Source: an optimization exercise on an open RTL-to-GDS flow (aim: small area, a short achievable clock period and few clock cycles per item). Production flows keep margins and buffers that such runs may drop.
Only simulation tests tie the RTL to the original design; equivalence was not proved.
Power is estimated from default activity; no workload was simulated.

// noise_estimation_top
module noise_estimation_top (
	input  logic        clk,
	input  logic        rst_n,
	input  logic        start_of_frame,
	input  logic [2:0]  blocks_log2,
	input  logic        sample_valid,
	input  logic [7:0]  sample_data,
	output logic        sample_ready,
	output logic        block_stat_valid,
	output logic [27:0] block_stat,    
	output logic        noise_valid,
	output logic [20:0] noise_result   
);
Size: about 660 cells after synthesis, roughly 180 flip-flops, ~7900 µm² of cells after synthesis.
clock: 8.0 ns
lec_check: 0
cap_margin: 20
core_margin: 2
core_utilization: 60
cts_buf_list: sky130_fd_sc_hd__clkbuf_4 sky130_fd_sc_hd__clkbuf_8
slew_margin: 20
standard.sh (not shown) runs the stock make flow with config.mk's settings and CLKGATE_MAP_FILE= SYNTH_SCRIPT=/design/flow/synth_recipe.tcl, a recipe that flattens the netlist after the stock synthesis.
==> flow/flow/run.sh <==
#!/bin/bash
# The standard layout (standard.sh: the ORFS flow and synthesis, unchanged) with three
# settings the flow's own config cannot express:
#  - ports buffered with a plain buffer instead of the slow delay cell buffer_ports picks;
#  - clock tree built without dummy loads, from a strong root buffer;
set -euo pipefail
export BUFFER_PORTS_ARGS="-buffer_cell sky130_fd_sc_hd__buf_1"
export CTS_ARGS="-sink_clustering_enable -repair_clock_nets -dont_use_dummy_load -root_buf sky130_fd_sc_hd__clkbuf_16 -buf_list {sky130_fd_sc_hd__clkbuf_8}"
export SETUP_SLACK_MARGIN=5.3
bash standard.sh > standard.log 2>&1
The baseline produced a clean layout.
Testbench counts at the start, summed over its fixed seeds: cycles 38,461, samples 36,864.
Edit:
--- a/flow/design.v
+++ b/flow/design.v
@@ -267,32 +267,32 @@
 		for (int i = 0; i < 8; i++)
 			{mw[i], mu[i]} = {1'b0, (i < 7) ? ms[i] : 1'b0} + {1'b0, mc[i]} + {1'b0, mpp[i]};
 	end
 	assign prod = mu[0];
 	logic        c1n, c2n;
 	assign {c1n, t1} = {1'b0, dq[0]} + {1'b0, cq[0]} + {1'b0, c1};
 	assign {c2n, d}  = {1'b0, t1} + {1'b0, ~prod_q} + {1'b0, c2};
 	assign dfill = d & (ph >= 5'd2) & (ph <= 5'd21);  
 	always_ff @(posedge clk or negedge rst_n) begin
 		if (!rst_n) begin
-			ph     <= 5'd31;
+			ph     <= 5'd0;
 			bv     <= 1'b0;
 			prod_q <= 1'b0;
 			ms     <= '0;
 			mc     <= '0;
 		end else begin
 			prod_q <= prod;
 			ms     <= mu[7:1];
 			mc     <= mw;
 			bv <= (ph == 5'd21);
 			if (blk_last)          ph <= 5'd2;
-			else if (ph != 5'd31)  ph <= ph + 1'b1;
+			else if (ph != 5'd0)   ph <= ph + 1'b1;
 		end
 	end
 	always_ff @(posedge clk) begin
 		if (blk_last)
 			mean_q <= s_next[13:6];
 		rem_q <= ({6{blk_last}} & s_next[5:0]) | {1'b0, rem_q[5:1]};
 		ic <= mbits & mean_q[mi] & cin;
 		pin_q <= pin;
 		dq <= ({20{blk_last}} & qs_n) | {dfill, dq[19:1]};
 		cq <= ({20{blk_last}} & qc_n) | {1'b0, cq[19:1]};
@@ -300,56 +300,51 @@
 			c1 <= 1'b0;
 			c2 <= 1'b1;
 		end else begin
 			c1 <= c1n;
 			c2 <= c2n;
 		end
 	end
 	logic [3:0]  idx;
 	logic [4:0]  bc;        
 	logic        last;
-	logic        lastq;     
-	logic        firstq;    
 	logic        nv;
 	logic [17:0] nsum;
 	logic        nact;
 	logic        nstart, nend;
 	logic        ncy;
 	logic        abit, nbit;
 	logic [1:0]  nadd;
 	assign last = bc[0] | (bc[1] & idx[0]) | (bc[2] & (&idx[1:0]))
 	            | (bc[3] & (&idx[2:0])) | (bc[4] & (&idx));
 	assign nstart = |(bc & {ph == 5'd8,  ph == 5'd7,  ph == 5'd6,  ph == 5'd5,  ph == 5'd4});
 	assign nend   = |(bc & {ph == 5'd25, ph == 5'd24, ph == 5'd23, ph == 5'd22, ph == 5'd21});
 	assign abit   = d & (ph >= 5'd8) & (ph <= 5'd21);
-	assign nbit   = nsum[0] & !firstq;
+	assign nbit   = nsum[0] & (idx != 4'd0);
 	assign nadd   = {1'b0, abit} + {1'b0, nbit} + {1'b0, ncy};
 	always_ff @(posedge clk or negedge rst_n) begin
 		if (!rst_n) begin
 			idx  <= '0;
 			nv   <= 1'b0;
 			nact <= 1'b0;
 		end else begin
-			nv <= nact && nend && lastq;
+			nv <= nact && nend && last;
 			if (nstart)            nact <= 1'b1;
 			else if (nend)         nact <= 1'b0;
 			if (start_of_frame)    idx  <= '0;
-			else if (bv)           idx  <= idx + 1'b1;
+			else if (nact && nend && !last)
+			                       idx  <= idx + 1'b1;  
 		end
 	end
 	always_ff @(posedge clk) begin
 		if (start_of_frame)
 			bc <= 5'd1 << blocks_log2;
-		if (blk_last) begin
-			lastq  <= last;
-			firstq <= (idx == 4'd0);
-		end
 		if (blk_last)
 			ncy <= 1'b0;
 		else if (nstart || nact) begin
 			ncy  <= nadd[1];
 			nsum <= {nadd[0], nsum[17:1]};
 		end
 	end
 	assign block_stat_valid = bv;
 	assign block_stat       = {mean_q, 2'b00, dq[19:6], idx};
 	assign noise_valid      = nv;
=> The new run finished with timing, DRC and antenna clean; core utilization decreases by 0.11 points; hold slack is worse by 13 ps; die area is lower by 0.82%; cell area came out lower by 0.57%; fmax came out higher by 1.1%.
Testbench counts after the change, summed over its fixed seeds: cycles 38,461, samples 36,864.

noise_estimation_top, a different RTL version from the one above (not shown whole).
For scale: about 180 flip-flops, ~7700 um2 of cells after synthesis.
==> flow/config.mk <==
export PLATFORM = sky130hd
export DESIGN_NAME = noise_estimation_top
export DESIGN_NICKNAME = noise_estimation_top
export VERILOG_FILES = /design/flow/design.v
export SDC_FILE = /design/flow/constraint.sdc
export NUM_CORES = 4
export LEC_CHECK = 0
export CAP_MARGIN = 20
export CORE_MARGIN = 2
export CORE_UTILIZATION = 60
export CTS_BUF_LIST = sky130_fd_sc_hd__clkbuf_4 sky130_fd_sc_hd__clkbuf_8
export SLEW_MARGIN = 20
==> flow/constraint.sdc <==
create_clock -name core_clock -period 8.0 [get_ports {clk}]
set_input_delay 1.6000 -clock core_clock [delete_from_list [all_inputs] [get_ports {clk}]]
set_output_delay 1.6000 -clock core_clock [all_outputs]
set_load 0.01 [all_outputs]
Scripts as last shown in full above: flow/flow/run.sh
Testbench counts at the start, summed over its fixed seeds: cycles 38,461, samples 36,864.
Edit:
--- a/flow/design.v
+++ b/flow/design.v
@@ -277,47 +277,42 @@
 	assign {cs37, cs36} = {1'b0, cs3} + {1'b0, cs4} + {1'b0, cs6};
 	assign {cs39, cs38} = {1'b0, cs5} + {1'b0, cs7} + {1'b0, cs8};
 	assign {cs41, cs40} = {1'b0, cs9} + {1'b0, cs11} + {1'b0, cs12};
 	assign {cs43, cs42} = {1'b0, cs13} + {1'b0, cs15} + {1'b0, cs16};
 	assign {cs45, cs44} = {1'b0, cs17} + {1'b0, cs19} + {1'b0, cs20};
 	assign {cs47, cs46} = {1'b0, cs21} + {1'b0, cs23} + {1'b0, cs24};
 	assign {cs49, cs48} = {1'b0, cs25} + {1'b0, cs26} + {1'b0, (x0[5] & x0[7])};
 	assign {cs51, cs50} = {1'b0, cs27} + {1'b0, qs_g[14]} + {1'b0, qc_g[14]};
 	assign cs52 = qs_g[15] ^ qc_g[15];
 	assign cs53 = qs_g[15] & qc_g[15];
-	assign cs54 = qs_g[0] ^ qc_g[0];
-	assign cs55 = qs_g[0] & qc_g[0];
-	assign cs56 = qs_g[1] ^ qc_g[1];
-	assign cs57 = qs_g[1] & qc_g[1];
+	assign {cs55, cs54} = {1'b0, qs_g[0]} + {1'b0, qc_g[0]} + {1'b0, x0[0]};
+	assign {cs57, cs56} = {1'b0, qs_g[1]} + {1'b0, qc_g[1]} + {1'b0, cs55};
 	assign {cs59, cs58} = {1'b0, qs_g[2]} + {1'b0, qc_g[2]} + {1'b0, (x0[1] & ~x0[0])};
 	assign {cs61, cs60} = {1'b0, cs28} + {1'b0, (x0[0] & x0[2])} + {1'b0, (x0[1] & x0[0])};
 	assign {cs63, cs62} = {1'b0, cs29} + {1'b0, cs30} + {1'b0, (x0[2] & ~x0[1])};
 	assign {cs65, cs64} = {1'b0, cs31} + {1'b0, cs32} + {1'b0, (x0[2] & x0[1])};
 	assign {cs67, cs66} = {1'b0, cs33} + {1'b0, cs34} + {1'b0, (x0[3] & ~x0[2])};
 	assign {cs69, cs68} = {1'b0, cs35} + {1'b0, cs36} + {1'b0, (x0[3] & x0[2])};
 	assign {cs71, cs70} = {1'b0, cs37} + {1'b0, cs38} + {1'b0, cs10};
 	assign {cs73, cs72} = {1'b0, cs39} + {1'b0, cs40} + {1'b0, cs14};
 	assign {cs75, cs74} = {1'b0, cs41} + {1'b0, cs42} + {1'b0, cs18};
 	assign {cs77, cs76} = {1'b0, cs43} + {1'b0, cs44} + {1'b0, cs22};
 	assign {cs79, cs78} = {1'b0, cs45} + {1'b0, cs46} + {1'b0, (x0[6] & ~x0[5])};
 	assign {cs81, cs80} = {1'b0, cs47} + {1'b0, cs48} + {1'b0, (x0[6] & x0[5])};
 	assign {cs83, cs82} = {1'b0, cs49} + {1'b0, cs50} + {1'b0, (x0[7] & ~x0[6])};
 	assign {cs85, cs84} = {1'b0, cs51} + {1'b0, cs52} + {1'b0, (x0[7] & x0[6])};
 	assign {cs87, cs86} = {1'b0, cs53} + {1'b0, qs_g[16]} + {1'b0, qc_g[16]};
-	assign cs88 = qs_g[17] ^ qc_g[17];
-	assign cs89 = qs_g[17] & qc_g[17];
-	assign cs90 = qs_g[18] ^ qc_g[18];
-	assign cs91 = qs_g[18] & qc_g[18];
-	assign cs92 = qs_g[19] ^ qc_g[19];
-	assign cs93 = qs_g[19] & qc_g[19];
-	assign qs_n = {cs91, cs89, cs87, cs85, cs83, cs81, cs79, cs77, cs75, cs73, cs71, cs69, cs67, cs65, cs63, cs61, cs59, cs57, cs55, cs54};
-	assign qc_n = {cs92, cs90, cs88, cs86, cs84, cs82, cs80, cs78, cs76, cs74, cs72, cs70, cs68, cs66, cs64, cs62, cs60, cs58, cs56, x0[0]};
+	assign {cs89, cs88} = {1'b0, qs_g[17]} + {1'b0, qc_g[17]} + {1'b0, cs87};
+	assign {cs91, cs90} = {1'b0, qs_g[18]} + {1'b0, qc_g[18]} + {1'b0, cs89};
+	assign {cs93, cs92} = {1'b0, qs_g[19]} + {1'b0, qc_g[19]} + {1'b0, cs91};
+	assign qs_n = {cs92, cs90, cs88, cs85, cs83, cs81, cs79, cs77, cs75, cs73, cs71, cs69, cs67, cs65, cs63, cs61, cs59, cs57, cs56, cs54};
+	assign qc_n = {1'b0, 1'b0, 1'b0, cs86, cs84, cs82, cs80, cs78, cs76, cs74, cs72, cs70, cs68, cs66, cs64, cs62, cs60, cs58, 1'b0, 1'b0};
 	always_ff @(posedge clk) begin
 		s_acc <= clr ? 14'd0 : s_next;
 		qs    <= clr ? 20'd0 : qs_n;
 		qc    <= clr ? 20'd0 : qc_n;
 	end
 	logic [7:0]  mean_q;
 	logic [5:0]  rem_q;     
 	logic [4:0]  ph;
 	logic        ic;        
 	logic        pin;       
What happened: The new run finished clean. Hold slack loses 0.060 ns. Area after synthesis falls by 3.4%. Via count falls by about 2.5%. Power is lower by 3.2%. Flip-flop and latch count decreases by 8. Routed wire length falls by 2.9%. Critical path depth does not change. Sequential share of layout area shrinks by 0.29 points. Design area is lower by about 3.4%. Sequential power falls by about 4%. First-iteration DRC count is lower by about 4.3%.
Testbench counts after the change, summed over its fixed seeds: cycles 38,461, samples 36,864.

-- re-timing with driven ports --
In the flow no input, the clock included, has a driving cell. The finished layouts below were timed again as built, in two steps.
Step 1, drivers: a clkbuf_16 drives clk and a buf_2 each remaining input, both assumed.
Step 2 times the ports against the registers' clock, not the clock port: input delays grow and output delays shrink by t, the midpoint of the rising clock arrivals with the driver on.
a / b / c = no drivers / after step 1 / after step 2; a / b = the first two.
run | t, ns | slack for setup (ns) | worst setup path after step 2 | worst slew at a driven data input, ns
the first run of note 1 | 0.407 | 5.387 / 5.345 / 5.539 | register to register | 0.03
the second run of note 1 | 0.407 | 5.415 / 5.374 / 5.535 | register to register | 0.03
the first run of note 2 | 0.401 | 5.410 / 5.367 / 5.467 | register to register | 0.03
the second run of note 2 | 0.399 | 5.414 / 5.374 / 5.519 | register to register | 0.03
After both steps setup and hold are still met in every run listed.
